What follows belongs to an exercise in optimizing a design on an open flow for small area, a short achievable clock period and few clock cycles per item; a production flow would make more cautious choices. Where RTL was checked, it was by simulation tests only, not by an equivalence proof against the original. The RTL of run 5 was laid out without a check of its function. No activity file was given, so power comes from the tool's default toggle rates.

**config.mk**
```make
export PLATFORM = sky130hd
export DESIGN_NAME = mv_search_top
export DESIGN_NICKNAME = mv_search_top
export VERILOG_FILES = /design/flow/design.v
export SDC_FILE = /design/flow/constraint.sdc
export NUM_CORES = 4
export LEC_CHECK = 0
export CAP_MARGIN = 20
export CORE_MARGIN = 2
export CORE_UTILIZATION = 40
export CTS_CLUSTER_DIAMETER = 100
export CTS_CLUSTER_SIZE = 24
export PLACE_DENSITY = 0.75
export SETUP_SLACK_MARGIN = 3.2
export SLEW_MARGIN = 20
```
**constraint.sdc**
```tcl
create_clock -name core_clock -period 5.5 [get_ports {clk}]
set_input_delay 1.1000 -clock core_clock [delete_from_list [all_inputs] [get_ports {clk}]]
set_output_delay 1.1000 -clock core_clock [all_outputs]
set_load 0.01 [all_outputs]
```
**design.v**
```verilog
package me_pkg;
	localparam int NUM_CAND        = 16;
	localparam int BLOCK_PIXELS    = 256;
	localparam int BEATS_PER_BLOCK = BLOCK_PIXELS + NUM_CAND - 1;
	localparam int IN_CREDITS  = 4;
	localparam int OUT_CREDITS = 2;
	localparam int IN_CNT_W  = $clog2(IN_CREDITS + 1);
	localparam int OUT_CNT_W = $clog2(OUT_CREDITS + 1);
	typedef logic [7:0] pixel_t;
	typedef logic [15:0] sad_t;
	typedef logic [3:0] mv_t;
	typedef logic [8:0] beat_t;
endpackage
`timescale 1ns/1ps
module pixel_feeder (
	input  logic           clk,
	input  logic           arst_n,
	input  logic           in_valid,
	input  me_pkg::pixel_t c_pix,
	input  me_pkg::pixel_t p_pix,
	output logic           in_credit,
	input  logic           res_pend,
	output logic           step,
	output me_pkg::pixel_t c,
	output me_pkg::pixel_t pn,
	output me_pkg::beat_t  beat,
	output logic           beat_lo,
	output logic           beat_hi
);
	logic [me_pkg::IN_CREDITS-1:0] owed;
	logic                          grant;
	always_ff @(posedge clk) begin
		c <= c_pix;
		pn <= ~p_pix;
	end
	always_ff @(posedge clk or negedge arst_n) begin
		if (!arst_n) begin
			step <= 1'b0;
		end else begin
			step <= in_valid;
		end
	end
	me_pkg::beat_t beat_nx;
	assign beat_nx = (beat == me_pkg::beat_t'(me_pkg::BEATS_PER_BLOCK - 1)) ? '0 : beat + 1'b1;
	always_ff @(posedge clk or negedge arst_n) begin
		if (!arst_n) begin
			beat    <= '0;
			beat_lo <= 1'b1;
			beat_hi <= 1'b0;
		end else if (step) begin
			beat    <= beat_nx;
			beat_lo <= (beat_nx < me_pkg::beat_t'(me_pkg::NUM_CAND));
			beat_hi <= (beat_nx >= me_pkg::beat_t'(me_pkg::BLOCK_PIXELS));
		end
	end
	assign grant = owed[0] && !(res_pend &&
		(beat >= me_pkg::beat_t'(me_pkg::BLOCK_PIXELS - 7)) &&
		(beat <= me_pkg::beat_t'(me_pkg::BLOCK_PIXELS - 1)));
	always_ff @(posedge clk or negedge arst_n) begin
		if (!arst_n) begin
			owed      <= '0;
			in_credit <= 1'b0;
		end else begin
			if (in_valid && !grant) begin
				owed <= {owed[me_pkg::IN_CREDITS-2:0], 1'b1};
			end else if (!in_valid && grant) begin
				owed <= {1'b0, owed[me_pkg::IN_CREDITS-1:1]};
			end
			in_credit <= grant;
		end
	end
endmodule
`timescale 1ns/1ps
module sad_pe (
	input  logic           clk,
	input  logic           arst_n,
	input  logic           step,
	input  logic           en,
	input  me_pkg::pixel_t c_in,
	input  logic [3:0]     c_nx_hi,
	input  me_pkg::pixel_t pn,
	input  logic [3:0]     pn_hi_d,
	input  logic           clr,
	output me_pkg::pixel_t c_out,
	output me_pkg::sad_t   sad
);
	always_ff @(posedge clk) begin
		if (step) begin
			c_out <= c_in;
		end
	end
	logic [4:0] ac;
	logic [3:0] xl;
	logic [4:0] gc;
	logic       hp;
	logic       gt;
	assign ac[0] = 1'b0;
	for (genvar i = 0; i < 4; i++) begin : g_a
		assign xl[i]   = c_in[i] ^ pn[i] ^ ac[i];
		assign ac[i+1] = (c_in[i] & pn[i]) | (ac[i] & (c_in[i] ^ pn[i]));
	end
	assign gc[0] = 1'b0;
	for (genvar i = 4; i < 8; i++) begin : g_g
		assign gc[i-3] = (c_in[i] & pn[i]) | (gc[i-4] & (c_in[i] ^ pn[i]));
	end
	assign hp = ((c_in[7:4] ^ pn[7:4]) == 4'hf);
	assign gt = gc[4] | (hp & ac[4]);
	logic [3:0] xl_r;
	logic       k_r;
	logic       gt_r;
	logic       en_r;
	always_ff @(posedge clk) begin
		xl_r <= xl | {4{~en}};
		k_r  <= ac[4];
		gt_r <= gt & en;
	end
	always_ff @(posedge clk or negedge arst_n) begin
		if (!arst_n) begin
			en_r <= 1'b0;
		end else begin
			en_r <= en;
		end
	end
	logic [4:0] bc;
	logic [3:0] xh;
	logic [3:0] dl;
	logic [4:0] lc;
	logic [3:0] s0;
	logic [3:0] dh_r;
	logic       cy4_r;
	assign bc[0] = k_r;
	for (genvar i = 0; i < 4; i++) begin : g_b
		assign xh[i]   = c_nx_hi[i] ^ pn_hi_d[i] ^ bc[i];
		assign bc[i+1] = (c_nx_hi[i] & pn_hi_d[i]) | (bc[i] & (c_nx_hi[i] ^ pn_hi_d[i]));
	end
	assign dl    = xl_r ^ {4{~gt_r}};
	assign lc[0] = gt_r;
	for (genvar i = 0; i < 4; i++) begin : g_s0
		assign s0[i]   = sad[i] ^ dl[i] ^ lc[i];
		assign lc[i+1] = (sad[i] & dl[i]) | (lc[i] & (sad[i] ^ dl[i]));
	end
	logic dh1;
	logic dh0;
	assign dh1 = en_r & gt_r;
	assign dh0 = en_r & ~gt_r;
	always_ff @(posedge clk) begin
		for (int i = 0; i < 4; i++) begin
			dh_r[i] <= xh[i] ? dh1 : dh0;
		end
		cy4_r <= lc[4];
	end
	logic [4:0] mc;
	logic [3:0] s1;
	logic       cy8_r;
	assign mc[0] = cy4_r;
	for (genvar i = 0; i < 4; i++) begin : g_s1
		assign s1[i]   = sad[i+4] ^ dh_r[i] ^ mc[i];
		assign mc[i+1] = (sad[i+4] & dh_r[i]) | (mc[i] & (sad[i+4] ^ dh_r[i]));
	end
	always_ff @(posedge clk) begin
		cy8_r <= mc[4];
	end
	logic [7:0] s2;
	assign s2 = sad[15:8] + {7'd0, cy8_r};
	always_ff @(posedge clk) begin
		sad <= clr ? '0 : {s2, s1, s0};
	end
endmodule
`timescale 1ns/1ps
module best_match (
	input  logic           clk,
	input  logic           arst_n,
	input  logic           fin,
	input  logic [me_pkg::NUM_CAND-1:0][15:0] sads,
	output logic [me_pkg::NUM_CAND-1:0] rd,
	output logic           res_pend,
	output logic           out_valid,
	output me_pkg::mv_t    mv,
	output me_pkg::sad_t   sad,
	input  logic           out_credit
);
	logic [3:0]                   fin_d;
	me_pkg::mv_t                  ridx;
	logic                         cmp;
	me_pkg::sad_t                 cand_r;
	me_pkg::mv_t                  cidx;
	logic [me_pkg::OUT_CNT_W-1:0] credits;
	logic                         send;
	always_ff @(posedge clk or negedge arst_n) begin
		if (!arst_n) begin
			fin_d <= '0;
			ridx  <= '0;
			cmp   <= 1'b0;
		end else begin
			fin_d <= {fin_d[2:0], fin};
			cmp   <= fin_d[3];
			if (fin_d[3]) begin
				ridx <= ridx + 1'b1;
			end
		end
	end
	for (genvar d = 0; d < me_pkg::NUM_CAND; d++) begin : g_rd
		assign rd[d] = fin_d[3] && (ridx == me_pkg::mv_t'(d));
	end
	always_ff @(posedge clk) begin
		cand_r <= sads[ridx];
	end
	assign cidx = ridx - 1'b1;
	assign send = res_pend && (credits != '0);
	always_ff @(posedge clk) begin
		if (cmp && ((cidx == '0) || (cand_r < sad))) begin
			sad <= cand_r;
			mv  <= cidx;
		end
	end
	always_ff @(posedge clk or negedge arst_n) begin
		if (!arst_n) begin
			res_pend  <= 1'b0;
			out_valid <= 1'b0;
			credits   <= me_pkg::OUT_CNT_W'(me_pkg::OUT_CREDITS);
		end else begin
			if (cmp && (cidx == me_pkg::mv_t'(me_pkg::NUM_CAND - 1))) begin
				res_pend <= 1'b1;
			end else if (send) begin
				res_pend <= 1'b0;
			end
			out_valid <= send;
			credits   <= credits + me_pkg::OUT_CNT_W'(out_credit) - me_pkg::OUT_CNT_W'(send);
		end
	end
endmodule
`timescale 1ns/1ps
module mv_search_top (
	input  logic           clk,
	input  logic           arst_n,
	input  logic           in_valid,
	input  me_pkg::pixel_t c_pix,
	input  me_pkg::pixel_t p_pix,
	output logic           in_credit,
	output logic           out_valid,
	output me_pkg::mv_t    mv,
	output me_pkg::sad_t   sad,
	input  logic           out_credit
);
	logic           step;
	me_pkg::pixel_t pn;
	logic [3:0]     pn_hi_d;
	me_pkg::beat_t  beat;
	logic           beat_lo;
	logic           beat_hi;
	logic           res_pend;
	logic           fin;
	logic [1:0]     rst_q;
	logic           clr_all;
	me_pkg::pixel_t                    c_chain [me_pkg::NUM_CAND+1];
	logic [me_pkg::NUM_CAND-1:0][15:0] sads;
	logic [me_pkg::NUM_CAND-1:0]       en;
	logic [me_pkg::NUM_CAND-1:0]       rd;
	pixel_feeder u_feeder (
		.clk       (clk),
		.arst_n    (arst_n),
		.in_valid  (in_valid),
		.c_pix     (c_pix),
		.p_pix     (p_pix),
		.in_credit (in_credit),
		.res_pend  (res_pend),
		.step      (step),
		.c         (c_chain[0]),
		.pn        (pn),
		.beat      (beat),
		.beat_lo   (beat_lo),
		.beat_hi   (beat_hi)
	);
	always_ff @(posedge clk) begin
		pn_hi_d <= pn[7:4];
	end
	always_ff @(posedge clk or negedge arst_n) begin
		if (!arst_n) begin
			rst_q <= 2'b11;
		end else begin
			rst_q <= {rst_q[0], 1'b0};
		end
	end
	assign clr_all = rst_q[1];
	for (genvar d = 0; d < me_pkg::NUM_CAND; d++) begin : g_en
		assign en[d] = step &&
			!(beat_lo && (beat[3:0] < 4'(d))) &&
			!(beat_hi && (beat[3:0] >= 4'(d)));
	end
	assign fin = step && (beat_hi || (beat == me_pkg::beat_t'(me_pkg::BLOCK_PIXELS - 1)));
	for (genvar d = 0; d < me_pkg::NUM_CAND; d++) begin : g_pe
		sad_pe u_pe (
			.clk     (clk),
			.arst_n  (arst_n),
			.step    (step),
			.en      (en[d]),
			.c_in    (c_chain[d]),
			.c_nx_hi (c_chain[d+1][7:4]),
			.pn      (pn),
			.pn_hi_d (pn_hi_d),
			.clr     (clr_all || rd[d]),
			.c_out   (c_chain[d+1]),
			.sad     (sads[d])
		);
	end
	best_match u_drain (
		.clk        (clk),
		.arst_n     (arst_n),
		.fin        (fin),
		.sads       (sads),
		.rd         (rd),
		.res_pend   (res_pend),
		.out_valid  (out_valid),
		.mv         (mv),
		.sad        (sad),
		.out_credit (out_credit)
	);
endmodule
```
**run.sh**
```bash
#!/bin/bash
# synth_recipe.tcl (not shown) runs the flow's synth.tcl, then flattens the netlist and writes it again
# the make line also repeats each setting of config.mk as NAME=value (left out here)
make -C /OpenROAD-flow-scripts/flow DESIGN_CONFIG=/design/flow/config.mk WORK_HOME=/design/flow/orfs CLKGATE_MAP_FILE= SYNTH_SCRIPT=/design/flow/synth_recipe.tcl finish
```
==> metrics.cfg, run 1 <==
[detailed_routing]
drt-initial-drc-count=1316
vias=17320
ant_nets=0
wl_per_cell_um=17.88
firstDrtPassIters=6
drc=0
wirelength_mm=64.88
via_per_inst=4.773

[final_layout]
nNetsFinal=2949
nFillCells=6732
antenna_cells=0
drive_above_1_share=0.1193
syn_to_final_growth_pct=10.28
final_core_util=0.4478

[critical_path]
critPathArrivalTime_ps=2880
reg2reg_from=u_feeder.pn[0]
critPathSlowestCell=dfxtp_4
reg2regPathDepth=14
cp.required_ps=6020
reg2reg_slack_ps=3140
path_delay_family=adder cells
cp-end-kind=flip-flop
cp.buffers_inverters=6
worst-path-max-fanout=6
max_stage_delay_ps=390
cp_common_cell=inv_1
worstSetupPathType=flip-flop to flip-flop
r2r_end=g_pe[7].u_pe.gt_r
cp-start-kind=flip-flop
path_cells=buf_12, buf_6, ha_1, inv_1, fa_1, inv_1, fa_1, inv_1, fa_1, inv_1, a21oi_1, nor2b_1, o211ai_1, a21boi_1

[min_path]
hold_end=rst_q[1]
holdPathStages=0
hp-class=flip-flop to flip-flop
min-delay-start=rst_q[0]

[grt]
grt_overflow=0
grt_pass1_wl_mm=100.7
grtUsageTotal=0.1652
antenna_found_initial=1
first_global_vias=17350
grt_max_degree=81

[timing]
setup_viol=0
fmax_ghz=0.4243
fin_skew_ps=25.02
fin_setup_tns_ps=0
rsz0062_at_grt=yes
maxSlewViolCount=0
fin_crit_ps=2357
whs_ps=362.1
slew_headroom=0.2850
period_share=0.4285
hold_viol_final=0
tightestPinTransition_ps=1071

[pwr]
ir_worst_vdd_v=0.0001799
p_leak_uw=0.01406
power.density_nw_per_um2=359.3

[yosys]
yosysWarnings=5
syn-instance-count=2514
syn_area_per_cell_sq_um=12.31
synth.distinct_cells=52
ys_ff_latch=675
synth_area_sq_um=30940
synth_edf_count=144
synth.yosys.seq_area_share=0.4911
synth_ff_type=dfxtp_1
synthArstFlopShare=0.06963
syn_nets=2883

[floorplanning]
core_sq_um=76200
rows=101
die_area_sq_um=79590
ios=42
die_y_um=282.1
die_w_um=282.1
start_util=0.4060

[clock_tree]
cts_hold_buf=0
cts_buffers=35
cts_root_buf=clkbuf_16
clkLatencyLatePin_ps=590
htreeDepth=2
path_clk_slew_ps=100
cts_max_path_buffers=3
cts_tree=done
clock-sinks=675

[run_status]
outcome=finished clean

[place]
port_buffers=41
gp_congestion=0.8963
dp_hpwl_mm=48.65

[run]
cap_violations=0

power breakdown:
| part | total, uW | internal, uW | switching, uW |
|---|---|---|---|
| clock network | 2850 | 1220 | 1630 |
| logic | 2670 | 1300 | 1380 |
| registers | 6730 | 5980 | 754 |
registers in the layout (all words and copies together) (netlist names), 64 cells and up:
signal,cells
g_pe.u_pe.sad,256
g_pe.u_pe.c_out,124
g_pe.u_pe.xl_r,64
g_pe.u_pe.dh_r,64
worst max-delay path by stage:
stage                    start                    end  cells after the start
2_1_floorplan    u_feeder.step  g_pe[13].u_pe.xl_r[3]                      6
3_3_place_gp   u_drain.ridx[0]   g_pe[7].u_pe.sad[15]                      5
3_5_place_dp   u_drain.ridx[0]    g_pe[7].u_pe.sad[0]                      5
4_1_cts         u_drain.sad[2]         u_drain.sad[4]                      9
5_1_grt         u_feeder.pn[0]      g_pe[3].u_pe.gt_r                     13
6_report        u_feeder.pn[0]      g_pe[7].u_pe.gt_r                     14
metal layers:
metal	wire, um	part of all wire	global-route usage	up-vias
met1	29970	0.46	0.2342	8587
met3	3126	0.048	0.02296	101
li1	-	-	-	8264
met2	29440	0.45	0.2575	364
met4	2341	0.036	0.06301	0
met5	0	0	0	-
cell usage in the layout (no fill, tap or decap), types with 8 or more instances in the layout:
| cell | n |
|---|---|
| and2_1 | 161 |
| or2_2 | 10 |
| a31oi_1 | 15 |
| nand3_1 | 71 |
| mux4_2 | 74 |
| nor2_1 | 189 |
| mux2i_1 | 19 |
| o211ai_1 | 13 |
| inv_2 | 17 |
| a21o_1 | 10 |
| ha_1 | 134 |
| fa_2 | 30 |
| buf_4 | 37 |
| a21boi_1 | 12 |
| dfrtp_1 | 36 |
| nand2_1 | 79 |
| buf_2 | 22 |
| clkbuf_16 | 35 |
| o21ai_0 | 16 |
| xnor2_1 | 117 |
| edfxtp_1 | 144 |
| o21bai_2 | 8 |
| buf_12 | 10 |
| dfxtp_1 | 474 |
| clkdlybuf4s50_1 | 18 |
| a21oi_1 | 30 |
| and3_1 | 34 |
| nand2b_1 | 35 |
| fa_1 | 178 |
| clkbuf_1 | 16 |
| xor2_1 | 147 |
| inv_1 | 281 |
| nor2b_1 | 20 |
kinds of logic after synthesis:
logic type,count (synthesis),synth area share
buffers and inverters,367,0.04634
AOI/OAI and AO/OA,142,0.03049
other,1,0.0001212
muxes,99,0.06511
and+or+nand+nor,613,0.09936
xor gates and xnor gates,268,0.07587
adders and majority gates,349,0.1916
DFF,675,0.4911
stage by stage:
stage | cell area, sq um | setup slack (ps) | power (uW) | instances
after global routing | 34120 | 3018 | 13030 | 3628
final | 34120 | 3143 | 12260 | 3628
after CTS | 33760 | 3129 | 12300 | 3614
after floorplan | 31020 | 3201 | 8514 | 2514
after global placement | 32460 | 2581 | 9284 | 3529
after detailed placement | 32460 | 2516 | 9457 | 3529
cell usage after synthesis (71+ instances only):
master    number  area, sq um
nor2_1       190        713.2
xnor2_1      117         1025
nand3_1       71        355.3
nand2_1       79        296.5
ha_1         141         1764
dfxtp_1      484         9689
mux4_2        74         1667
xor2_1       151         1323
and2_1       161         1007
edfxtp_1     144         4324
inv_1        301         1130
fa_1         208         4164
area by class of cell:
type | count | area, sq um | share of cell area
clock buffers | 51 | 935.9 | 0.02743
clock inverters | 4 | 67.56 | 0.001980
inverters | 301 | 1141 | 0.03344
multi-input cells | 1473 | 14610 | 0.4281
flip-flops and latches | 675 | 15230 | 0.4465
well taps | 1030 | 1289 | 0.03777
repair buffers | 94 | 847.1 | 0.02483
what timing repair did:
action                     4_1_cts  5_1_grt
resized for setup              116       98
pin swaps                        2       19
setup buffers                   29       14
setup endpoints to repair      355       96
cloned                           1        0
Testbench counts, summed over its fixed seeds: cycles 52,096, items 192.
==> inputs of run 2 (changes only) <==
--- a/config.mk
+++ b/config.mk
@@ -11,5 +11,4 @@
 export CTS_CLUSTER_DIAMETER = 100
 export CTS_CLUSTER_SIZE = 24
-export PLACE_DENSITY = 0.75
 export SETUP_SLACK_MARGIN = 3.2
 export SLEW_MARGIN = 20
==> metrics.cfg, run 2 <==
[critical_path]
cp.depth=13  ; was 14
reg2regPathDepth=13  ; was 14
reg2reg_slack_ps=3220  ; was 3140 ps
cp.buffers_inverters=5  ; was 6
critPathArrivalTime_ps=2750  ; was 2880 ps
cp-start-kind=flip-flop  ; unchanged
critPathSlowestCell=dfxtp_4  ; unchanged
path_cells=buf_12, ha_1, inv_1, fa_2, inv_1, fa_1, inv_2, fa_1, inv_2, a21o_1, a21o_1, a21oi_2, o21ai_1  ; was buf_12, buf_6, ha_1, inv_1, fa_1, inv_1, fa_1, inv_1, fa_1, inv_1, a21oi_1, nor2b_1, o211ai_1, a21boi_1
path_delay_family=adder cells  ; unchanged
crit_start=u_feeder.pn[0]  ; unchanged
r2r_end=g_pe[0].u_pe.gt_r  ; was g_pe[7].u_pe.gt_r
worst-path-max-fanout=8  ; was 6
setup.worst_path.end=g_pe[0].u_pe.gt_r  ; was g_pe[7].u_pe.gt_r
max_stage_delay_ps=370  ; was 390 ps
cp.required_ps=5970  ; was 6020 ps
worstSetupPathType=flip-flop to flip-flop  ; unchanged
reg2reg_from=u_feeder.pn[0]  ; unchanged
cp-end-kind=flip-flop  ; unchanged

[yosys]
syn_area_per_cell_sq_um=12.31  ; unchanged
syn_nets=2883  ; unchanged
synth.distinct_cells=52  ; unchanged
synth.yosys.seq_area_share=0.4911  ; unchanged
synth_area_sq_um=30940  ; unchanged
synth_edf_count=144  ; unchanged
syn-instance-count=2514  ; unchanged
yosysTopAreaCell=dfxtp_1  ; unchanged
synth_top_area_frac=0.3132  ; unchanged
synth_most_common_cell=dfxtp_1  ; unchanged
synth_common_cells=dfxtp_1 (484), inv_1 (301), fa_1 (208)  ; unchanged
ys_ff_latch=675  ; unchanged
synth_ff_type=dfxtp_1  ; unchanged
synthArstFlopShare=0.06963  ; unchanged
yosysWarnings=5  ; unchanged
synth.top_cells.by_area=dfxtp_1 (31%), edfxtp_1 (14%), fa_1 (13%), ha_1 (5.7%), mux4_2 (5.4%)  ; unchanged

[min_path]
min-delay-start=u_drain.fin_d[0]  ; was rst_q[0]
holdPathStages=0  ; unchanged
hp-class=flip-flop to flip-flop  ; unchanged

[floorplanning]
rows=101  ; unchanged
die_w_um=282.1  ; unchanged
die_y_um=282.1  ; unchanged
core_sq_um=76200  ; unchanged
start_util=0.4060  ; unchanged
ios=42  ; unchanged
die_area_sq_um=79590  ; unchanged

[place]
port_buffers=41  ; unchanged
gp_congestion=0.8813  ; was 0.8963
dp_hpwl_mm=54.17  ; was 48.65 mm
dp_slack_ps=2431  ; was 2516 ps
place_area_sq_um=32450  ; was 32,460 sq um

[timing]
period_share=0.4139  ; was 0.4285
setup_viol=0  ; unchanged
tightestPinTransition_ps=1083  ; was 1071 ps
fin_crit_ps=2276  ; was 2357 ps
fin_setup_tns_ps=0  ; unchanged
fin_skew_ps=27.74  ; was 25.02 ps
final.setup.worst_slack_ps=3224  ; was 3143 ps
maxSlewViolCount=0  ; unchanged
rsz0062_at_grt=yes  ; unchanged
hold_viol_final=0  ; unchanged
slew_headroom=0.2773  ; was 0.2850
fmax_ghz=0.4393  ; was 0.4243 GHz

[run_status]
outcome=finished clean  ; unchanged

[detailed_routing]
firstDrtPassIters=8  ; was 6
wl_per_cell_um=19.39  ; was 17.88 um
via_per_inst=4.800  ; was 4.773
ant_nets=0  ; unchanged
drc=0  ; unchanged
drt-initial-drc-count=1231  ; was 1,316
vias=17350  ; was 17,320
wirelength_mm=70.11  ; was 64.88 mm

[final_layout]
top_register=g_pe.u_pe.sad  ; unchanged
postLayoutCellArea_sq_um=34020  ; was 34,120 sq um
nNetsFinal=2933  ; was 2,949
largest_reg_flops=256  ; unchanged
drive_above_1_share=0.1161  ; was 0.1193
antenna_cells=0  ; unchanged
reg_top3=g_pe.u_pe.sad (256), g_pe.u_pe.c_out (124)  ; unchanged
syn_to_final_growth_pct=9.952  ; was 10.28%
final_core_util=0.4464  ; was 0.4478
final_cell_mix=dfxtp_1 (474), inv_1 (283), nor2_1 (189)  ; was dfxtp_1 (474), inv_1 (281), nor2_1 (189)
layout_commonest_cell=dfxtp_1  ; unchanged

[clock_tree]
cts_root_buf=clkbuf_16  ; unchanged
cts_tree=done  ; unchanged
clkLatencyLatePin_ps=580  ; was 590 ps
cts_max_path_buffers=3  ; unchanged
clock-sinks=675  ; unchanged
path_clk_slew_ps=100  ; about the same
cts_hold_buf=0  ; unchanged
htreeDepth=2  ; unchanged
cts_buffers=34  ; was 35

[grt]
first_global_vias=18340  ; was 17,350
grt_overflow=0  ; unchanged
grtUsageTotal=0.1805  ; was 0.1652
grt_max_degree=83  ; was 81
antenna_found_initial=3  ; was 1
grt_pass1_wl_mm=109.5  ; was 100.7 mm

[pwr]
power.total_uw=12370  ; was 12,260 uW
ir_worst_vdd_v=0.0002212  ; was 0.0001799 V
power.density_nw_per_um2=363.6  ; was 359.3 nW/um^2
p_leak_uw=0.01402  ; was 0.01406 uW

[run]
cap_violations=0  ; unchanged

-- run 2: cell counts after synthesis --
No cell type changed its count.
-- run 2: power by group --
group	switching (uW)	total, uW	internal, uW
logic	1410	2710	1300
registers	791	6770	5980
clock network	1620	2890	1270
-- run 2: cells by family after synthesis --
logic type / Yosys count / share of synthesized area
buf+inv: 367 / 0.04634
compound gates: 142 / 0.03049
other cells: 1 / 0.0001212
simple gates: 613 / 0.09936
fa+ha+maj: 349 / 0.1916
mux: 99 / 0.06511
flops: 675 / 0.4911
xor+xnor: 268 / 0.07587
-- run 2: per-stage QoR --
step                      std cells  hold WS, ps
after global placement         3528        337.3
after global routing           3615        366.6
after CTS                      3611        357.8
after detailed placement       3528        337.1
final                          3615        355.7
after floorplan                2514        331.2
-- run 2: area by class of cell --
| cell class | instances | area (sq um) |
|---|---|---|
| clock buffer | 52 | 970.9 |
| clock inverter | 5 | 45.04 |
| fill | 6873 | 42180 |
| inverter | 301 | 1137 |
| multi-input combinational | 1473 | 14600 |
| sequential | 675 | 15240 |
| tap | 1030 | 1289 |
| timing repair buffer | 79 | 738.2 |
-- run 2: routing by layer --
metal / GRT usage / wire (um) / part of all wire / up-vias
li1: - / - / - / 8229
met1: 0.2563 / 33160 / 0.47 / 8663
met2: 0.2895 / 32220 / 0.46 / 376
met3: 0.02214 / 2778 / 0.040 / 83
met4: 0.05510 / 1960 / 0.028 / 0
met5: 0 / 0 / 0 / -
-- run 2: what timing repair did --
item / CTS / global route
hold endpoints to repair: 0 / 0
endpoints found under the setup margin: 376 / 76
buffers inserted: 25 / 3
gates cloned: 1 / 1
pin swaps: 2 / 18
resized for setup: 122 / 99
-- run 2: worst reg2reg max path, stage by stage, from the launching register on --
cell and delay [ps]:
dfxtp_4 370, buf_12 140, ha_1 180, inv_1 80, fa_2 180, inv_1 50
fa_1 370, inv_2 70, fa_1 170, inv_2 40, a21o_1 150, a21o_1 180
a21oi_2 130, o21ai_1 80
-- run 2: worst min path at each step --
stage                        to  slack, ps
2_1_floorplan  u_drain.fin_d[1]        330
3_3_place_gp   u_drain.fin_d[1]        340
3_5_place_dp   u_drain.fin_d[1]        340
4_1_cts        u_drain.fin_d[1]        360
5_1_grt                rst_q[1]        370
6_report       u_drain.fin_d[1]        360
==> inputs of run 3 (changes only) <==
--- a/config.mk
+++ b/config.mk
@@ -6,4 +6,5 @@
 export NUM_CORES = 4
 export LEC_CHECK = 0
+export ABC_AREA = 1
 export CAP_MARGIN = 20
 export CORE_MARGIN = 2
==> metrics.cfg, run 3 <==
[yosys]
synth_most_common_cell=inv_1  ; was dfxtp_1
yosysWarnings=5  ; unchanged
ys_ff_latch=675  ; unchanged
synth.yosys.seq_area_share=0.4831  ; was 0.4911
synthArstFlopShare=0.06963  ; unchanged
synth_edf_count=144  ; unchanged
synth.top_cells.by_area=dfxtp_1 (31%), edfxtp_1 (14%), fa_1 (13%), inv_1 (7.2%), ha_1 (5.6%)  ; was dfxtp_1 (31%), edfxtp_1 (14%), fa_1 (13%), ha_1 (5.7%), mux4_2 (5.4%)
yosysTopAreaCell=dfxtp_1  ; unchanged
synth_common_cells=inv_1 (607), dfxtp_1 (484), nand2_1 (369)  ; was dfxtp_1 (484), inv_1 (301), fa_1 (208)
synth_ff_type=dfxtp_1  ; unchanged
synth_area_sq_um=31450  ; was 30,940 sq um
syn_nets=3663  ; was 2,883
synth_top_area_frac=0.3081  ; was 0.3132
syn_area_per_cell_sq_um=9.548  ; was 12.31 sq um
synth.distinct_cells=42  ; was 52
syn-instance-count=3294  ; was 2,514

[clock_tree]
path_clk_slew_ps=100  ; about the same
cts_buffers=34  ; unchanged
cts_max_path_buffers=3  ; unchanged
cts_hold_buf=0  ; unchanged
cts_root_buf=clkbuf_16  ; unchanged
clock-sinks=675  ; unchanged
clkLatencyLatePin_ps=580  ; about the same
htreeDepth=2  ; unchanged
cts_tree=done  ; unchanged

[grt]
grtUsageTotal=0.1777  ; was 0.1805
grt_overflow=0  ; unchanged
first_global_vias=20140  ; was 18,340
grt_pass1_wl_mm=113.5  ; was 109.5 mm
grt_max_degree=106  ; was 83
antenna_found_initial=1  ; was 3

[run_status]
outcome=finished clean  ; unchanged

[critical_path]
critPathSlowestCell=edfxtp_1  ; was dfxtp_4
path_delay_family=flip-flops  ; was adder cells
critPathArrivalTime_ps=1140  ; was 2750 ps
cp.required_ps=4400  ; was 5970 ps
cp.buffers_inverters=1  ; was 5
worstSetupPathType=flip-flop to primary output  ; was flip-flop to flip-flop
cp-end-kind=primary output  ; was flip-flop
cp-start-kind=flip-flop  ; unchanged
path_cells=buf_2  ; was buf_12, ha_1, inv_1, fa_2, inv_1, fa_1, inv_2, fa_1, inv_2, a21o_1, a21o_1, a21oi_2, o21ai_1
worst-path-max-fanout=2  ; was 8
max_stage_delay_ps=410  ; was 370 ps

[final_layout]
drive_above_1_share=0.06968  ; was 0.1161
layout_commonest_cell=inv_1  ; was dfxtp_1
nNetsFinal=3692  ; was 2,933
reg_top3=g_pe.u_pe.sad (256), g_pe.u_pe.c_out (124)  ; unchanged
postLayoutCellArea_sq_um=34360  ; was 34,020 sq um
syn_to_final_growth_pct=9.258  ; was 9.952%
antenna_cells=0  ; unchanged
largest_reg_flops=256  ; unchanged
top_register=g_pe.u_pe.sad  ; unchanged
final_cell_mix=inv_1 (600), dfxtp_1 (479), nand2_1 (368)  ; was dfxtp_1 (474), inv_1 (283), nor2_1 (189)

[place]
dp_hpwl_mm=53.10  ; was 54.17 mm
dp_slack_ps=2532  ; was 2431 ps
place_area_sq_um=32920  ; was 32,450 sq um
gp_congestion=0.8312  ; was 0.8813
port_buffers=41  ; unchanged

[timing]
hold_viol_final=0  ; unchanged
maxSlewViolCount=0  ; unchanged
fin_skew_ps=18.03  ; was 27.74 ps
period_share=0.4075  ; was 0.4139
setup_viol=0  ; unchanged
final.setup.worst_slack_ps=3259  ; was 3224 ps
fin_crit_ps=2241  ; was 2276 ps
fin_setup_tns_ps=0  ; unchanged
tightestPinTransition_ps=934.6  ; was 1083 ps
slew_headroom=0.3769  ; was 0.2773
rsz0062_at_grt=yes  ; unchanged
fmax_ghz=0.4462  ; was 0.4393 GHz

[floorplanning]
die_y_um=284.4  ; was 282.1 um
die_w_um=284.4  ; was 282.1 um
rows=102  ; was 101
core_sq_um=77590  ; was 76,200 sq um
die_area_sq_um=80880  ; was 79,590 sq um
ios=42  ; unchanged
start_util=0.4053  ; was 0.4060

[run]
cap_violations=0  ; unchanged

[detailed_routing]
ant_nets=0  ; unchanged
wl_per_cell_um=16.29  ; was 19.39 um
drt-initial-drc-count=1444  ; was 1,231
firstDrtPassIters=5  ; was 8
via_per_inst=4.637  ; was 4.800
drc=0  ; unchanged
wirelength_mm=71.41  ; was 70.11 mm
vias=20330  ; was 17,350

[pwr]
ir_worst_vdd_v=0.0002128  ; was 0.0002212 V
power.density_nw_per_um2=373.4  ; was 363.6 nW/um^2
p_leak_uw=0.01494  ; was 0.01402 uW

[min_path]
hp-class=flip-flop to flip-flop  ; unchanged

==> run 3: changes by cell type after synthesis, moves of 35 or more <==
cell | previous run | this run
o21ai_0 | 22 | 271
nand4_1 | 3 | 50
nand2_1 | 79 | 369
and2_1 | 161 | 0
mux4_2 | 74 | 0
xnor2_1 | 117 | 75
nor2_1 | 190 | 366
inv_1 | 301 | 607
nand3_1 | 71 | 35
nand2b_1 | 35 | 0
xor2_1 | 151 | 31
a21oi_1 | 35 | 173
==> run 3: cells by family (layout without fill, tap and decap cells) <==
logic type,Yosys count,in the layout,synth area share
adder cells (fa/ha/maj),349,349,0.1885
AND/OR/NAND/NOR,903,903,0.1197
flip-flops,675,675,0.4831
AO/OA/AOI/OAI,529,530,0.08975
buffers and inverters,731,780,0.08931
XOR/XNOR,106,106,0.02952
other,1,1,0.0001192
==> run 3: where the power goes <==
part | internal (uW) | total (uW) | switching, uW
registers | 6040 | 6710 | 678
logic | 1320 | 3200 | 1880
clock network | 1300 | 2920 | 1620
==> run 3: final timing paths <==
kind                                      from              endpoint  slack [ps]  cells past startpoint
worst max register to register      pn_hi_d[0]  g_pe[8].u_pe.dh_r[2]        3260                      7
max in group asynchronous               arst_n         u_feeder.step        4080                      2
worst min-delay path                  rst_q[0]              rst_q[1]         360                      0
worst min register to register        rst_q[0]              rst_q[1]         360                      0
min in group asynchronous               arst_n    u_drain.credits[0]         430                      1
worst max-delay path            u_drain.sad[7]                sad[7]        3260                      1
==> run 3: stage by stage <==
| stage | total power (uW) | instances | hold WS (ps) | utilization |
|---|---|---|---|---|
| floorplan | 8984 | 3294 | 331.2 | - |
| global placement | 9895 | 4302 | 341.2 | 0.4242 |
| detailed placement | 10050 | 4302 | 346.3 | 0.4242 |
| CTS | 12940 | 4378 | 362.6 | 0.4395 |
| global route | 13820 | 4384 | 374.0 | 0.4428 |
| finish | 12830 | 4384 | 361.3 | 0.4428 |
==> run 3: what timing repair did <==
action                     4_1_cts  5_1_grt
cloned                           1        1
gates resized for setup         99       38
setup buffers                   18        5
pin swaps                        1        7
setup endpoints to repair      376       92
==> run 3: routing by layer <==
metal	vias to the layer above	wire, um	global-route usage
met1	9575	34930	0.2538
li1	10340	-	-
met5	-	0	0
met4	0	2031	0.05132
met2	324	31980	0.2844
met3	88	2465	0.02087
==> run 3: area by class of cell <==
class / count / area [sq um]
tap: 1040 / 1301
inverter: 640 / 2421
sequential: 675 / 15220
clock buffer: 55 / 1025
clock inverter: 2 / 16.27
multi-input combinational: 1889 / 13590
timing repair buffer: 83 / 789.5
fill: 7499 / 43230
==> run 3: worst register-to-register path: stages, from the launching register on <==
cell	delay (ps)
dfxtp_4	400
buf_12	160
buf_12	150
fa_1	380
inv_1	80
fa_1	180
fa_2	450
o21ai_0	320
==> inputs of run 4 (changes only) <==
--- a/config.mk
+++ b/config.mk
@@ -6,10 +6,9 @@
 export NUM_CORES = 4
 export LEC_CHECK = 0
-export ABC_AREA = 1
 export CAP_MARGIN = 20
 export CORE_MARGIN = 2
 export CORE_UTILIZATION = 40
-export CTS_CLUSTER_DIAMETER = 100
-export CTS_CLUSTER_SIZE = 24
+export CTS_CLUSTER_DIAMETER = 80
+export CTS_CLUSTER_SIZE = 20
 export SETUP_SLACK_MARGIN = 3.2
 export SLEW_MARGIN = 20
==> metrics.cfg, run 4 <==
[clock_tree]
htreeDepth=2  ; unchanged
cts_buffers=41  ; was 34
path_clk_slew_ps=90  ; was 100 ps
cts_root_buf=clkbuf_16  ; unchanged
cts_max_path_buffers=3  ; unchanged
clock-sinks=675  ; unchanged
clkLatencyLatePin_ps=600  ; was 580 ps
cts_tree=done  ; unchanged
cts_hold_buf=0  ; unchanged

[yosys]
synth_xor_area_frac=0.07587  ; was 0.02952
synthAdderAreaFrac=0.1916  ; was 0.1885
synth.area.mux_share=0.06511  ; was 0
synth_compound_area_frac=0.03049  ; was 0.08975
synthArstFlopShare=0.06963  ; unchanged
synth_top_area_frac=0.3132  ; was 0.3081
syn_nets=2883  ; was 3,663
synth_top_family_by_area=adder cells  ; unchanged
synth_edf_count=144  ; unchanged
synth.top_cells.by_area=dfxtp_1 (31%), edfxtp_1 (14%), fa_1 (13%), ha_1 (5.7%), mux4_2 (5.4%)  ; was dfxtp_1 (31%), edfxtp_1 (14%), fa_1 (13%), inv_1 (7.2%), ha_1 (5.6%)
synth_ff_type=dfxtp_1  ; unchanged
ys_ff_latch=675  ; unchanged
synthSimpleGateAreaFrac=0.09936  ; was 0.1197
synth_common_cells=dfxtp_1 (484), inv_1 (301), fa_1 (208)  ; was inv_1 (607), dfxtp_1 (484), nand2_1 (369)
synth.yosys.seq_area_share=0.4911  ; was 0.4831
syn-instance-count=2514  ; was 3,294
yosysWarnings=5  ; unchanged
yosysTopAreaCell=dfxtp_1  ; unchanged
synth.distinct_cells=52  ; was 42
synth_most_common_cell=dfxtp_1  ; was inv_1
synth_area_sq_um=30940  ; was 31,450 sq um
syn_area_per_cell_sq_um=12.31  ; was 9.548 sq um

[final_layout]
fin_cells=3628  ; was 4,384
nFillCells=6864  ; was 7,499
syn_to_final_growth_pct=10.59  ; was 9.258%
nNetsFinal=2943  ; was 3,692
layout_commonest_cell=dfxtp_1  ; was inv_1
top_register=g_pe.u_pe.sad  ; unchanged
final_cell_mix=dfxtp_1 (472), inv_1 (283), nor2_1 (189)  ; was inv_1 (600), dfxtp_1 (479), nand2_1 (368)
drive_above_1_share=0.1178  ; was 0.06968
largest_reg_flops=256  ; unchanged
reg_top3=g_pe.u_pe.sad (256), g_pe.u_pe.c_out (124)  ; unchanged
antenna_cells=0  ; unchanged

[critical_path]
worstSetupPathType=flip-flop to flip-flop  ; was flip-flop to primary output
critPathArrivalTime_ps=2780  ; was 1140 ps
path_cells=buf_12, buf_4, ha_1, inv_1, fa_2, inv_2, fa_1, inv_1, fa_2, inv_2, a21oi_2, nor2b_1, o211ai_1, a21boi_1  ; was buf_2
worst-path-max-fanout=8  ; was 2
cp.buffers_inverters=6  ; was 1
critPathSlowestCell=dfxtp_4  ; was edfxtp_1
cp-end-kind=flip-flop  ; was primary output
max_stage_delay_ps=370  ; was 410 ps
path_delay_family=adder cells  ; was flip-flops
cp-start-kind=flip-flop  ; unchanged
cp.required_ps=5990  ; was 4400 ps

[detailed_routing]
wl_per_cell_um=19.43  ; was 16.29 um
vias=17370  ; was 20,330
ant_nets=0  ; unchanged
drc=0  ; unchanged
wirelength_mm=70.48  ; was 71.41 mm
via_per_inst=4.789  ; was 4.637
firstDrtPassIters=5  ; unchanged
drt-initial-drc-count=1113  ; was 1,444

[floorplanning]
rows=101  ; was 102
die_y_um=282.1  ; was 284.4 um
die_w_um=282.1  ; was 284.4 um
ios=42  ; unchanged
die_area_sq_um=79590  ; was 80,880 sq um
start_util=0.4060  ; was 0.4053
core_sq_um=76200  ; was 77,590 sq um

[run_status]
outcome=finished clean  ; unchanged

[timing]
rsz0062_at_grt=yes  ; unchanged
hold_viol_final=0  ; unchanged
fin_skew_ps=15.97  ; was 18.03 ps
final.setup.worst_slack_ps=3210  ; was 3259 ps
setup_viol=0  ; unchanged
fin_setup_tns_ps=0  ; unchanged
fin_crit_ps=2290  ; was 2241 ps
maxSlewViolCount=0  ; unchanged
slew_headroom=0.2770  ; was 0.3769
tightestPinTransition_ps=1083  ; was 934.6 ps
period_share=0.4164  ; was 0.4075
fmax_ghz=0.4367  ; was 0.4462 GHz

[grt]
grt_max_degree=83  ; was 106
grt_use_met1=0.2564  ; was 0.2538
met3_usage=0.02536  ; was 0.02087
first_global_vias=18410  ; was 20,140
grtUsageTotal=0.1820  ; was 0.1777
antenna_found_initial=2  ; was 1
grt_pass1_wl_mm=110.3  ; was 113.5 mm
grt_overflow=0  ; unchanged
use_met2=0.2892  ; was 0.2844
top_usage_layer=met2  ; unchanged

[place]
numPlacedInstances=3528  ; was 4,302
dp_hpwl_mm=54.17  ; was 53.10 mm
dp_slack_ps=2431  ; was 2532 ps
gp_congestion=0.8813  ; was 0.8312
port_buffers=41  ; unchanged

[min_path]
hp-class=flip-flop to flip-flop  ; unchanged

[pwr]
p_leak_uw=0.01414  ; was 0.01494 uW
power.density_nw_per_um2=370.8  ; was 373.4 nW/um^2
ir_worst_vdd_v=0.0001943  ; was 0.0002128 V

[run]
cap_violations=0  ; unchanged

==> run 4: cell count changes after synthesis, moves of 33 or more <==
cell / delta
a21oi_1: -138
xor2_1: +120
and2_1: +161
inv_2: -33
mux4_2: +74
and3_1: +34
nor2_1: -176
o21ai_0: -249
nand4_1: -47
xnor2_1: +42
nand3_1: +36
nand2_1: -290
inv_1: -306
nand2b_1: +35
==> run 4: logic make-up (layout without fill, tap and decap cells) <==
group           Yosys count  in the layout
mux                      99             99
other cells               1              1
compound gates          142            143
flops                   675            675
buf+inv                 367            450
fa+ha+maj               349            349
xor+xnor                268            268
simple gates            613            613
==> run 4: repair_timing <==
item	in CTS	in global routing
setup endpoints to repair	376	80
pin swaps	2	14
setup buffers	26	5
resized for setup	117	92
gates cloned	1	1
==> run 4: worst paths after layout <==
check	from	to	slack (ps)	cells past startpoint
hold / removal	u_drain.fin_d[0]	u_drain.fin_d[1]	350	0
hold reg to reg	u_drain.fin_d[0]	u_drain.fin_d[1]	350	0
min in group asynchronous	arst_n	u_feeder.owed[2]	670	2
max in group asynchronous	arst_n	u_drain.ridx[1]	4170	2
setup reg to reg	u_feeder.pn[0]	g_pe[5].u_pe.gt_r	3210	14
setup / recovery	u_feeder.pn[0]	g_pe[5].u_pe.gt_r	3210	14
==> run 4: metrics by stage <==
stage / hold slack (ps) / power (uW) / area (sq um) / util
final: 353.0 / 12690 / 34220 / 0.4490
after global routing: 363.0 / 13480 / 34220 / 0.4490
after CTS: 356.6 / 12760 / 33950 / 0.4455
after detailed placement: 337.1 / 9564 / 32450 / 0.4259
after global placement: 337.3 / 9372 / 32450 / 0.4258
after floorplan: 331.2 / 8514 / 31020 / -
==> run 4: final cells by class <==
type / count / area (sq um) / area share
clock buffer: 63 / 1191 / 0.03481
timing repair buffer: 82 / 760.7 / 0.02223
multi-input combinational: 1473 / 14560 / 0.4256
tap: 1030 / 1289 / 0.03766
sequential: 675 / 15240 / 0.4454
clock inverter: 4 / 36.28 / 0.001060
inverter: 301 / 1137 / 0.03324
==> run 4: layer usage <==
| metal | vias to the layer above | share of wire |
|---|---|---|
| met5 | - | 0 |
| met4 | 0 | 0.035 |
| met3 | 83 | 0.041 |
| met2 | 330 | 0.45 |
| met1 | 8700 | 0.47 |
| li1 | 8260 | - |
==> run 4: power by group <==
group,total [uW],internal (uW),switching (uW)
logic,2700,1300,1410
registers,6770,5980,791
clock network,3210,1510,1700
==> inputs of run 5 (changes only) <==
--- a/design.v
+++ b/design.v
@@ -24,7 +24,5 @@
 	output me_pkg::pixel_t c,
 	output me_pkg::pixel_t pn,
-	output me_pkg::beat_t  beat,
-	output logic           beat_lo,
-	output logic           beat_hi
+	output me_pkg::beat_t  beat
 );
 	logic [me_pkg::IN_CREDITS-1:0] owed;
@@ -41,15 +39,9 @@
 		end
 	end
-	me_pkg::beat_t beat_nx;
-	assign beat_nx = (beat == me_pkg::beat_t'(me_pkg::BEATS_PER_BLOCK - 1)) ? '0 : beat + 1'b1;
 	always_ff @(posedge clk or negedge arst_n) begin
 		if (!arst_n) begin
-			beat    <= '0;
-			beat_lo <= 1'b1;
-			beat_hi <= 1'b0;
+			beat <= '0;
 		end else if (step) begin
-			beat    <= beat_nx;
-			beat_lo <= (beat_nx < me_pkg::beat_t'(me_pkg::NUM_CAND));
-			beat_hi <= (beat_nx >= me_pkg::beat_t'(me_pkg::BLOCK_PIXELS));
+			beat <= (beat == me_pkg::beat_t'(me_pkg::BEATS_PER_BLOCK - 1)) ? '0 : beat + 1'b1;
 		end
 	end
@@ -72,4 +64,31 @@
 endmodule
 `timescale 1ns/1ps
+module me_fa (
+	input  logic a,
+	input  logic b,
+	input  logic c,
+	output logic s,
+	output logic co
+);
+	assign s  = a ^ b ^ c;
+	assign co = (a & b) | (c & (a ^ b));
+endmodule
+module me_ha (
+	input  logic a,
+	input  logic b,
+	output logic s,
+	output logic co
+);
+	assign s  = a ^ b;
+	assign co = a & b;
+endmodule
+module me_maj (
+	input  logic a,
+	input  logic b,
+	input  logic c,
+	output logic co
+);
+	assign co = (a & b) | (a & c) | (b & c);
+endmodule
 module sad_pe (
 	input  logic           clk,
@@ -96,11 +115,12 @@
 	logic       gt;
 	assign ac[0] = 1'b0;
-	for (genvar i = 0; i < 4; i++) begin : g_a
-		assign xl[i]   = c_in[i] ^ pn[i] ^ ac[i];
-		assign ac[i+1] = (c_in[i] & pn[i]) | (ac[i] & (c_in[i] ^ pn[i]));
+	me_ha u_a0 (.a(c_in[0]), .b(pn[0]), .s(xl[0]), .co(ac[1]));
+	for (genvar i = 1; i < 4; i++) begin : g_a
+		me_fa u_a (.a(c_in[i]), .b(pn[i]), .c(ac[i]), .s(xl[i]), .co(ac[i+1]));
 	end
 	assign gc[0] = 1'b0;
-	for (genvar i = 4; i < 8; i++) begin : g_g
-		assign gc[i-3] = (c_in[i] & pn[i]) | (gc[i-4] & (c_in[i] ^ pn[i]));
+	assign gc[1] = c_in[4] & pn[4];
+	for (genvar i = 5; i < 8; i++) begin : g_g
+		me_maj u_g (.a(c_in[i]), .b(pn[i]), .c(gc[i-4]), .co(gc[i-3]));
 	end
 	assign hp = ((c_in[7:4] ^ pn[7:4]) == 4'hf);
@@ -131,21 +151,13 @@
 	assign bc[0] = k_r;
 	for (genvar i = 0; i < 4; i++) begin : g_b
-		assign xh[i]   = c_nx_hi[i] ^ pn_hi_d[i] ^ bc[i];
-		assign bc[i+1] = (c_nx_hi[i] & pn_hi_d[i]) | (bc[i] & (c_nx_hi[i] ^ pn_hi_d[i]));
+		me_fa u_b (.a(c_nx_hi[i]), .b(pn_hi_d[i]), .c(bc[i]), .s(xh[i]), .co(bc[i+1]));
 	end
 	assign dl    = xl_r ^ {4{~gt_r}};
 	assign lc[0] = gt_r;
 	for (genvar i = 0; i < 4; i++) begin : g_s0
-		assign s0[i]   = sad[i] ^ dl[i] ^ lc[i];
-		assign lc[i+1] = (sad[i] & dl[i]) | (lc[i] & (sad[i] ^ dl[i]));
+		me_fa u_s0 (.a(sad[i]), .b(dl[i]), .c(lc[i]), .s(s0[i]), .co(lc[i+1]));
 	end
-	logic dh1;
-	logic dh0;
-	assign dh1 = en_r & gt_r;
-	assign dh0 = en_r & ~gt_r;
 	always_ff @(posedge clk) begin
-		for (int i = 0; i < 4; i++) begin
-			dh_r[i] <= xh[i] ? dh1 : dh0;
-		end
+		dh_r  <= en_r ? (xh ^ {4{~gt_r}}) : 4'd0;
 		cy4_r <= lc[4];
 	end
@@ -155,12 +167,15 @@
 	assign mc[0] = cy4_r;
 	for (genvar i = 0; i < 4; i++) begin : g_s1
-		assign s1[i]   = sad[i+4] ^ dh_r[i] ^ mc[i];
-		assign mc[i+1] = (sad[i+4] & dh_r[i]) | (mc[i] & (sad[i+4] ^ dh_r[i]));
+		me_fa u_s1 (.a(sad[i+4]), .b(dh_r[i]), .c(mc[i]), .s(s1[i]), .co(mc[i+1]));
 	end
 	always_ff @(posedge clk) begin
 		cy8_r <= mc[4];
 	end
+	logic [8:0] uc;
 	logic [7:0] s2;
-	assign s2 = sad[15:8] + {7'd0, cy8_r};
+	assign uc[0] = cy8_r;
+	for (genvar i = 0; i < 8; i++) begin : g_s2
+		me_ha u_s2 (.a(sad[i+8]), .b(uc[i]), .s(s2[i]), .co(uc[i+1]));
+	end
 	always_ff @(posedge clk) begin
 		sad <= clr ? '0 : {s2, s1, s0};
@@ -247,6 +262,4 @@
 	logic [3:0]     pn_hi_d;
 	me_pkg::beat_t  beat;
-	logic           beat_lo;
-	logic           beat_hi;
 	logic           res_pend;
 	logic           fin;
@@ -268,7 +281,5 @@
 		.c         (c_chain[0]),
 		.pn        (pn),
-		.beat      (beat),
-		.beat_lo   (beat_lo),
-		.beat_hi   (beat_hi)
+		.beat      (beat)
 	);
 	always_ff @(posedge clk) begin
@@ -284,9 +295,8 @@
 	assign clr_all = rst_q[1];
 	for (genvar d = 0; d < me_pkg::NUM_CAND; d++) begin : g_en
-		assign en[d] = step &&
-			!(beat_lo && (beat[3:0] < 4'(d))) &&
-			!(beat_hi && (beat[3:0] >= 4'(d)));
+		assign en[d] = step && (beat >= me_pkg::beat_t'(d)) &&
+			(beat <= me_pkg::beat_t'(me_pkg::BLOCK_PIXELS - 1 + d));
 	end
-	assign fin = step && (beat_hi || (beat == me_pkg::beat_t'(me_pkg::BLOCK_PIXELS - 1)));
+	assign fin = step && (beat >= me_pkg::beat_t'(me_pkg::BLOCK_PIXELS - 1));
 	for (genvar d = 0; d < me_pkg::NUM_CAND; d++) begin : g_pe
 		sad_pe u_pe (
--- a/config.mk
+++ b/config.mk
@@ -9,6 +9,8 @@
 export CORE_MARGIN = 2
 export CORE_UTILIZATION = 40
-export CTS_CLUSTER_DIAMETER = 80
-export CTS_CLUSTER_SIZE = 20
+export CTS_CLUSTER_DIAMETER = 100
+export CTS_CLUSTER_SIZE = 24
 export SETUP_SLACK_MARGIN = 3.2
 export SLEW_MARGIN = 20
+export SYNTH_HIERARCHICAL = 1
+export SYNTH_MINIMUM_KEEP_SIZE = 0
==> metrics.cfg, run 5 <==
[yosys]
syn-instance-count=2119  ; was 2,514
syn_area_per_cell_sq_um=14.53  ; was 12.31 sq um
syn_nets=2566  ; was 2,883
yosysWarnings=11  ; was 5
synth_area_sq_um=30790  ; was 30,940 sq um

[place]
dp_slack_ps=2503  ; was 2431 ps
dp_hpwl_mm=51.07  ; was 54.17 mm
numPlacedInstances=3135  ; was 3,528
gp_congestion=0.8012  ; was 0.8813
port_buffers=41  ; unchanged

[critical_path]
max_stage_delay_ps=480  ; was 370 ps
cp_common_cell=fa_2
cp-end-kind=flip-flop  ; unchanged
critPathSlowestCell=fa_1  ; was dfxtp_4
critPathArrivalTime_ps=2990  ; was 2780 ps
cp.required_ps=5980  ; was 5990 ps
worst-path-max-fanout=7  ; was 8
path_cells=buf_12, fa_2, fa_2, fa_2, fa_1, xnor2_1, and2_4  ; was buf_12, buf_4, ha_1, inv_1, fa_2, inv_2, fa_1, inv_1, fa_2, inv_2, a21oi_2, nor2b_1, o211ai_1, a21boi_1
worstSetupPathType=flip-flop to flip-flop  ; unchanged
cp-start-kind=flip-flop  ; unchanged

[grt]
antenna_found_initial=1  ; was 2
grt_overflow=0  ; unchanged
first_global_vias=16620  ; was 18,410
grt_pass1_wl_mm=104.6  ; was 110.3 mm
grt_max_degree=77  ; was 83
grtUsageTotal=0.1759  ; was 0.1820

[timing]
maxSlewViolCount=0  ; unchanged
fin_setup_tns_ps=0  ; unchanged
fin_crit_ps=2513  ; was 2290 ps
setup_viol=0  ; unchanged
tightestPinTransition_ps=1020  ; was 1083 ps
fin_skew_ps=19.86  ; was 15.97 ps
final.setup.worst_slack_ps=2987  ; was 3210 ps
hold_viol_final=0  ; unchanged
rsz0062_at_grt=yes  ; unchanged
fmax_ghz=0.3980  ; was 0.4367 GHz
period_share=0.4569  ; was 0.4164
slew_headroom=0.3197  ; was 0.2770

[detailed_routing]
wl_per_cell_um=20.77  ; was 19.43 um
drt-initial-drc-count=1019  ; was 1,113
drc=0  ; unchanged
vias=15700  ; was 17,370
ant_nets=0  ; unchanged
wirelength_mm=68.25  ; was 70.48 mm
via_per_inst=4.779  ; was 4.789
firstDrtPassIters=5  ; unchanged

[clock_tree]
cts_buffers=34  ; was 41
htreeDepth=2  ; unchanged
cts_max_path_buffers=3  ; unchanged
cts_hold_buf=0  ; unchanged
clkLatencyLatePin_ps=590  ; was 600 ps
clock-sinks=674  ; was 675
cts_root_buf=clkbuf_16  ; unchanged
cts_tree=done  ; unchanged
path_clk_slew_ps=100  ; was 90 ps

[final_layout]
final_cell_mix=dfxtp_1 (451), ha_1 (185), xnor2_1 (180)  ; was dfxtp_1 (472), inv_1 (283), nor2_1 (189)
drive_above_1_share=0.2448  ; was 0.1178
nFillCells=6763  ; was 6,864
top_register=g_pe.u_pe.sad  ; unchanged
reg_top3=g_pe.u_pe.sad (256), g_pe.u_pe.c_out (124)  ; unchanged
nNetsFinal=2684  ; was 2,943
syn_to_final_growth_pct=12.61  ; was 10.59%
layout_commonest_cell=dfxtp_1  ; unchanged
largest_reg_flops=256  ; unchanged
fin_cells=3286  ; was 3,628

[pwr]
p_leak_uw=0.01405  ; was 0.01414 uW
power.density_nw_per_um2=382.1  ; was 370.8 nW/um^2
ir_worst_vdd_v=0.0002035  ; was 0.0001943 V

[floorplanning]
die_area_sq_um=79210  ; was 79,590 sq um
ios=42  ; unchanged
core_sq_um=76080  ; was 76,200 sq um
rows=101  ; unchanged
die_w_um=281.4  ; was 282.1 um
start_util=0.4047  ; was 0.4060
die_y_um=281.4  ; was 282.1 um

[run]
cap_violations=0  ; unchanged

[run_status]
outcome=finished clean  ; unchanged

[min_path]
hp-class=flip-flop to flip-flop  ; unchanged

-- run 5: cell type report --
cell class              count  area (sq um)  area share
inverters                  38         145.1    0.004186
diodes                      1         2.502  0.00007218
flip-flops and latches    674         15280      0.4408
clock inverters             4         38.79    0.001119
well taps                1030          1289     0.03717
clock buffers              50         932.1     0.02689
repair buffers            144          1285     0.03706
multi-input cells        1345         15700      0.4527
-- run 5: timing repair --
action | CTS | global route
gates cloned | 2 | 0
setup endpoints to repair | 446 | 100
buffers inserted | 54 | 40
gates resized for setup | 164 | 60
pin swaps | 7 | 8
-- run 5: report_power, final --
group / switching, uW / total, uW / internal [uW]
logic: 1540 / 3420 / 1880
clock network: 1630 / 2830 / 1200
registers: 964 / 6990 / 6030
total: 4130 / 13200 / 9110
-- run 5: path summary, 6_finish.rpt --
kind	from	endpoint	slack, ps	depth (start not counted)
max in group asynchronous	arst_n	u_drain.ridx[0]	4110	2
min reg2reg	rst_q[0]	rst_q[1]	360	0
min	rst_q[0]	rst_q[1]	360	0
max reg2reg	pn_hi_d[0]	g_pe[13].u_pe.dh_r[3]	2990	7
min in group asynchronous	arst_n	u_drain.res_pend	720	2
max	pn_hi_d[0]	g_pe[13].u_pe.dh_r[3]	2990	7
-- run 5: per-layer routing --
layer | global-route usage | vias up | wire [um]
li1 | - | 7351 | -
met1 | 0.2530 | 8034 | 32360
met2 | 0.2805 | 248 | 31750
met3 | 0.02403 | 71 | 2546
met4 | 0.04596 | 0 | 1597
met5 | 0 | - | 0
-- run 5: stage by stage --
| step | util | hold slack [ps] | area [sq um] | total power [uW] |
|---|---|---|---|---|
| detailed placement | 0.4271 | 348.7 | 32490 | 10220 |
| global route | 0.4557 | 363.7 | 34670 | 14050 |
| CTS | 0.4492 | 362.2 | 34170 | 13200 |
| finish | 0.4557 | 357.8 | 34670 | 13250 |
| global placement | 0.4271 | 340.8 | 32490 | 9951 |
| floorplan | - | 331.2 | 31160 | 9090 |
-- run 5: worst max-delay path, delay by kind of cell (launching register included) --
family                     cells  cell delay [ps]
and+or+nand+nor                1              180
DFF                            1              380
adders and majority gates      4             1530
xor gates and xnor gates       1              150
buffers and inverters          1              150

==> separate check: timing with driven ports <==
How much do the figures lean on ideal ports? The routed layouts below were timed once more, with nothing changed but the port constraints.
Step 1, drivers: a clkbuf_16 drives clk and a buf_2 each remaining input, both assumed.
Step 2 moves the port delays by t, midway between the first and last clock arrival at a register: inputs arrive t later, outputs are due t later. That takes back most of the time a late clock gives input paths.
a / b / c = no drivers / after step 1 / after step 2; a / b = the first two.
run | t (ns) | setup slack, ns | worst data-port slew with drivers (ns) | pins driven straight from the clock port
run 1 | 0.637 | 3.143 / 3.143 / 3.143 | 0.06 | 1
run 2 | 0.633 | 3.224 / 3.164 / 3.206 | 0.04 | 1
run 3 | 0.635 | 3.259 / 3.196 / 3.226 | 0.04 | 1
run 4 | 0.652 | 3.210 / 3.160 / 3.210 | 0.04 | 1
run 5 | 0.639 | 2.987 / 2.987 / 2.987 | 0.03 | 1
After both steps setup and hold are still met in every run listed. For run 3, which loses most, drivers alone change the setup slack by -0.063 ns; drivers and shift together by -0.033 ns.
